This design comes from an exercise in tuning for small area, a short achievable clock period and few clock cycles on the open sky130 flow, not from production work. Power is estimated from default activity; no workload was simulated.

==> flow/design.v <==
`default_nettype none
package kmp_pkg;
    localparam int MAX_PATTERN   = 16;
    localparam int IDX_BITS      = $clog2(MAX_PATTERN);
    localparam int LEN_BITS      = IDX_BITS + 1;
    localparam int POSITION_BITS = 16;
    localparam int MATCH_BITS    = 16;
    localparam int CFG_BITS      = 64;
    localparam int PAT_BITS      = 8 * MAX_PATTERN;
    typedef logic [7:0]          t_byte;
    typedef logic [IDX_BITS-1:0] t_idx;
    typedef logic [LEN_BITS-1:0] t_len;    
    typedef logic [PAT_BITS-1:0] t_pattern;
    typedef enum logic [1:0] {
        CFG_PAT_LOW  = 2'd0,
        CFG_PAT_HIGH = 2'd1,
        CFG_PAT_LEN  = 2'd2
    } t_cfg_idx;
    typedef struct packed {
        logic busy;    
        logic clear;   
    } t_ctrl;
    function automatic t_byte pat_byte(input t_pattern pat, input t_idx k);
        pat_byte = pat[8*k +: 8];
    endfunction
endpackage
`default_nettype wire
`default_nettype none
module kmp_substring_search
(
    input  wire                 i_clk,
    input  wire                 i_rst_n,
    input  wire                 i_cfg_we,
    input  wire [1:0]           i_cfg_index,
    input  wire [63:0]          i_cfg_data,
    input  wire                 i_text_valid,
    input  wire [7:0]           i_text_byte,
    input  wire                 i_text_is_final,
    output wire                 o_text_ready,
    output wire                 o_result_valid,
    output wire                 o_result_found,
    output wire [15:0]          o_result_index,
    input  wire                 i_result_ready
);
    logic [63:0] r_pat_lo;
    logic [63:0] r_pat_hi;
    logic        r_lo_ok;      
    logic        r_hi_ok;      
    logic [4:0]  r_nn;         
    logic        r_clear_d;    
    logic        cfg_hit;
    logic [4:0]  cfg_len;
    logic [4:0]  cfg_nn;
    assign cfg_hit = i_cfg_we && (i_cfg_index != 2'd3);
    assign cfg_len = (i_cfg_data[4] && |i_cfg_data[3:0]) ? 5'd16 : i_cfg_data[4:0];
    always_comb begin
        logic lower;
        lower = 1'b0;
        for (int i = 0; i < 5; i++) begin
            cfg_nn[i] = cfg_len[i] ^ lower;
            lower     = lower | cfg_len[i];
        end
    end
    always_ff @(posedge i_clk) begin
        if (i_cfg_we && i_cfg_index == 2'd0) r_pat_lo <= i_cfg_data;
        if (i_cfg_we && i_cfg_index == 2'd1) r_pat_hi <= i_cfg_data;
    end
    always_ff @(posedge i_clk) begin
        if (!i_rst_n) begin
            r_lo_ok   <= 1'b0;
            r_hi_ok   <= 1'b0;
            r_nn      <= '0;
            r_clear_d <= 1'b0;
        end else begin
            r_clear_d <= cfg_hit;
            if (i_cfg_we && i_cfg_index == 2'd0) r_lo_ok <= 1'b1;
            if (i_cfg_we && i_cfg_index == 2'd1) r_hi_ok <= 1'b1;
            if (i_cfg_we && i_cfg_index == 2'd2) r_nn <= cfg_nn;
        end
    end
    logic [15:0] m_last;
    logic [15:0] m_prev;
    logic        n_zero;
    logic        n_le1;
    always_comb begin
        for (int k = 0; k < 16; k++) begin
            m_last[k] = (r_nn == 5'(32 - (k + 1)));
            m_prev[k] = (r_nn == 5'(32 - (k + 2)));
        end
    end
    assign n_zero = (r_nn == 5'd0);
    assign n_le1  = (r_nn == 5'd0) || (r_nn == 5'd31);
    logic [15:0] q_start;
    logic        q_at_sat;
    always_comb begin
        logic lower;
        lower = 1'b1;
        for (int i = 0; i < 5; i++) begin
            q_start[i] = !n_zero && (r_nn[i] ^ lower);
            lower      = lower & r_nn[i];
        end
    end
    assign q_start[15:5] = {11{!n_le1}};
    logic        r_rdy;
    logic        r_frz;
    logic        r_v1, r_f1;
    logic [7:0]  r_b1;
    logic [15:0] r_d;
    logic        r_v2, r_f2, r_h2;
    logic        r_ans;
    logic [15:0] r_q;
    logic        r_out_valid;
    logic        r_out_found;
    logic [15:0] r_out_index;
    logic [15:0] eq;
    logic        zb;
    logic [15:0] dn;
    logic        hit1;
    assign zb = (r_b1 == 8'd0);
    always_comb begin
        for (int k = 0; k < 8; k++) begin
            eq[k]     = r_lo_ok ? (r_b1 == r_pat_lo[8*k +: 8]) : zb;
            eq[k + 8] = r_hi_ok ? (r_b1 == r_pat_hi[8*k +: 8]) : zb;
        end
    end
    assign dn   = {r_d[14:0], 1'b1} & {16{!r_frz}} & eq;
    assign hit1 = (!r_frz && n_zero) || |(dn & m_last);
    logic decide2;
    logic issue;
    logic ans_n;
    assign decide2 = r_v2 && !r_ans && (r_h2 || r_f2);
    assign issue   = !r_frz && decide2;
    assign ans_n   = (!r_frz && r_v2) ? (!r_f2 && (r_ans || r_h2)) : r_ans;
    logic cm1;
    logic maybe_n;
    logic out_valid_n;
    assign cm1         = n_le1 || |(r_d & m_prev);
    assign maybe_n     = r_frz ? decide2 : (r_v1 && !ans_n && (r_f1 || cm1));
    assign out_valid_n = issue || (r_out_valid && !i_result_ready);
    logic [15:0] q_inc;
    logic [15:0] q_carry;
    assign q_at_sat = (&r_q[15:5]) && (r_q[4:0] == r_nn);
    assign q_carry[0] = !q_at_sat;
    for (genvar i = 1; i < 16; i++) begin : g_carry
        assign q_carry[i] = !q_at_sat && (&r_q[i-1:0]);
    end
    assign q_inc = r_q ^ q_carry;
    always_ff @(posedge i_clk) begin
        if (!i_rst_n) begin
            r_rdy       <= 1'b0;
            r_frz       <= 1'b0;
            r_v1        <= 1'b0;
            r_v2        <= 1'b0;
            r_d         <= '0;
            r_ans       <= 1'b0;
            r_out_valid <= 1'b0;
        end else if (cfg_hit) begin
            r_rdy       <= 1'b1;
            r_frz       <= 1'b0;
            r_v1        <= 1'b0;
            r_v2        <= 1'b0;
            r_d         <= '0;
            r_ans       <= 1'b0;
            r_out_valid <= out_valid_n;
        end else begin
            r_frz       <= out_valid_n && maybe_n;
            r_rdy       <= !(out_valid_n && maybe_n);
            r_out_valid <= out_valid_n;
            if (!r_frz) begin
                r_v1 <= i_text_valid && r_rdy;
                r_v2 <= r_v1;
                if (r_v1) r_d <= r_f1 ? 16'd0 : dn;
            end
            r_ans <= ans_n;
        end
    end
    always_ff @(posedge i_clk) begin
        if (!i_rst_n) begin
            r_q <= '0;
        end else if (r_clear_d) begin
            r_q <= q_start;
        end else if (!r_frz && r_v2) begin
            r_q <= r_f2 ? q_start : q_inc;
        end
    end
    always_ff @(posedge i_clk) begin
        if (!r_frz) begin
            r_b1 <= i_text_byte;
            r_f1 <= i_text_is_final;
            r_f2 <= r_f1;
        end
    end
    always_ff @(posedge i_clk) begin
        r_h2        <= (r_frz && r_h2) || hit1;
        r_out_found <= (issue && r_h2) || (!issue && r_out_found);
        r_out_index <= ({16{issue && r_h2}} & r_q) | ({16{!issue}} & r_out_index);
    end
    assign o_text_ready   = r_rdy;
    assign o_result_valid = r_out_valid;
    assign o_result_found = r_out_found;
    assign o_result_index = r_out_index;
endmodule
`default_nettype wire
clock: 5.5 ns
lec_check: 0
cap_margin: 20
core_margin: 2
core_utilization: 40
place_density: 0.6
setup_slack_margin: 3.5
slew_margin: 20
standard.sh (not shown) runs the stock make flow with config.mk's settings and CLKGATE_MAP_FILE= SYNTH_SCRIPT=/design/flow/synth_recipe.tcl, a recipe that flattens the netlist after the stock synthesis.
==> flow/flow/run.sh <==
#!/bin/bash
set -euo pipefail
bash standard.sh \
  "BUFFER_PORTS_ARGS=-buffer_cell sky130_fd_sc_hd__buf_1" \
  "CTS_ARGS=-sink_clustering_enable -repair_clock_nets -dont_use_dummy_load -root_buf sky130_fd_sc_hd__clkbuf_16 -buf_list sky130_fd_sc_hd__clkbuf_8 -sink_clustering_size 15 -sink_clustering_max_diameter 80" \
  finish > standard_flow.log 2>&1
Then changed:
--- a/flow/design.v
+++ b/flow/design.v
@@ -48,6 +48,7 @@
     logic        r_hi_ok;      
     logic [4:0]  r_nn;         
     logic        r_clear_d;    
+    logic        r_clear_dd;   
     logic        cfg_hit;
     logic [4:0]  cfg_len;
     logic [4:0]  cfg_nn;
@@ -71,36 +72,42 @@
             r_hi_ok   <= 1'b0;
             r_nn      <= '0;
             r_clear_d <= 1'b0;
+            r_clear_dd <= 1'b0;
         end else begin
             r_clear_d <= cfg_hit;
+            r_clear_dd <= r_clear_d;
             if (i_cfg_we && i_cfg_index == 2'd0) r_lo_ok <= 1'b1;
             if (i_cfg_we && i_cfg_index == 2'd1) r_hi_ok <= 1'b1;
             if (i_cfg_we && i_cfg_index == 2'd2) r_nn <= cfg_nn;
         end
     end
     logic [15:0] m_last;
-    logic [15:0] m_prev;
     logic        n_zero;
     logic        n_le1;
     always_comb begin
         for (int k = 0; k < 16; k++) begin
             m_last[k] = (r_nn == 5'(32 - (k + 1)));
-            m_prev[k] = (r_nn == 5'(32 - (k + 2)));
         end
     end
     assign n_zero = (r_nn == 5'd0);
     assign n_le1  = (r_nn == 5'd0) || (r_nn == 5'd31);
+    logic [15:0] q_start_c;
+    logic [5:0]  r_qs;         
     logic [15:0] q_start;
     logic        q_at_sat;
     always_comb begin
         logic lower;
         lower = 1'b1;
         for (int i = 0; i < 5; i++) begin
-            q_start[i] = !n_zero && (r_nn[i] ^ lower);
+            q_start_c[i] = !n_zero && (r_nn[i] ^ lower);
             lower      = lower & r_nn[i];
         end
     end
-    assign q_start[15:5] = {11{!n_le1}};
+    assign q_start_c[15:5] = {11{!n_le1}};
+    always_ff @(posedge i_clk) begin
+        r_qs <= q_start_c[5:0];
+    end
+    assign q_start = {{10{r_qs[5]}}, r_qs};
     logic        r_rdy;
     logic        r_frz;
     logic        r_v1, r_f1;
@@ -108,21 +115,20 @@
     logic [15:0] r_d;
     logic        r_v2, r_f2, r_h2;
     logic        r_ans;
-    logic [15:0] r_q;
+    logic [15:0] r_q;          
     logic        r_out_valid;
     logic        r_out_found;
-    logic [15:0] r_out_index;
     logic [15:0] eq;
     logic        zb;
     logic [15:0] dn;
     logic        hit1;
-    assign zb = (r_b1 == 8'd0);
     always_comb begin
         for (int k = 0; k < 8; k++) begin
             eq[k]     = r_lo_ok ? (r_b1 == r_pat_lo[8*k +: 8]) : zb;
             eq[k + 8] = r_hi_ok ? (r_b1 == r_pat_hi[8*k +: 8]) : zb;
         end
     end
+    assign zb   = (r_b1 == 8'd0);
     assign dn   = {r_d[14:0], 1'b1} & {16{!r_frz}} & eq;
     assign hit1 = (!r_frz && n_zero) || |(dn & m_last);
     logic decide2;
@@ -131,11 +137,13 @@
     assign decide2 = r_v2 && !r_ans && (r_h2 || r_f2);
     assign issue   = !r_frz && decide2;
     assign ans_n   = (!r_frz && r_v2) ? (!r_f2 && (r_ans || r_h2)) : r_ans;
+    logic proc2;
     logic cm1;
     logic maybe_n;
     logic out_valid_n;
-    assign cm1         = n_le1 || |(r_d & m_prev);
-    assign maybe_n     = r_frz ? decide2 : (r_v1 && !ans_n && (r_f1 || cm1));
+    assign proc2       = !r_frz && r_v2;
+    assign maybe_n     = r_frz ? (r_v2 && !(r_ans && !r_f2))
+                               : (r_v1 && !(ans_n && !r_f1));
     assign out_valid_n = issue || (r_out_valid && !i_result_ready);
     logic [15:0] q_inc;
     logic [15:0] q_carry;
@@ -177,10 +185,15 @@
     always_ff @(posedge i_clk) begin
         if (!i_rst_n) begin
             r_q <= '0;
-        end else if (r_clear_d) begin
+        end else if (r_clear_dd) begin
             r_q <= q_start;
-        end else if (!r_frz && r_v2) begin
-            r_q <= r_f2 ? q_start : q_inc;
+        end else if (issue) begin
+            if (!r_h2) r_q <= '0;
+        end else if (r_out_valid) begin
+            if (i_result_ready) r_q <= q_start;
+        end else if (proc2) begin
+            if (r_f2)        r_q <= q_start;
+            else if (!r_ans) r_q <= q_inc;
         end
     end
     always_ff @(posedge i_clk) begin
@@ -193,11 +206,10 @@
     always_ff @(posedge i_clk) begin
         r_h2        <= (r_frz && r_h2) || hit1;
         r_out_found <= (issue && r_h2) || (!issue && r_out_found);
-        r_out_index <= ({16{issue && r_h2}} & r_q) | ({16{!issue}} & r_out_index);
     end
     assign o_text_ready   = r_rdy;
     assign o_result_valid = r_out_valid;
     assign o_result_found = r_out_found;
-    assign o_result_index = r_out_index;
+    assign o_result_index = r_q;
 endmodule
 `default_nettype wire
Effect:
- The changed run finished clean
- die area fell by 5.3%
- non-clock buffer count rose by 6
- power fell by 5.4%
- clock-buffer cell count is unchanged
- hold slack got worse by 0.020 ns
- final cell count fell by 6.1%
- clock skew rose by 0.022 ns
- worst setup slack got worse by 0.11 ns
- routed wire length rose by 2.4%
- clock power fell by 9.2%
- area after synthesis fell by 5.4%
- flip-flop and latch count fell by 10
- combinational power rose by about 3%
- via count fell by 4.3%
No functional check of the RTL was part of any run of this note.

-- port drivers added, routing unchanged --
Ports are ideal in the flow. The routed layouts listed here were re-timed in OpenROAD. Step 1 assumes that a clkbuf_16 drives the clock port and a buf_2 every other input. Step 2 also shifts input and output timing later by t, the mid clock arrival at the registers, as if the neighbouring blocks saw the same clock. a / b / c = no drivers / after step 1 / after step 2; a / b = the first two.
run	t (ns)	slack for setup (ns)	latest minus earliest clock arrival (ns)	slew at the worst register clock pin (ns)	pins driven straight from the clock port
the first run	0.494	3.453 / 3.409 / 2.982	0.020 / 0.021	0.10 / 0.10	1
the second run	0.420	3.347 / 3.349 / 2.928	0.039 / 0.039	0.10 / 0.10	1
After both steps every run listed still meets setup and hold. The setup slack of the first run, which loses most, moves by -0.044 ns with the drivers and by -0.471 ns with both steps.
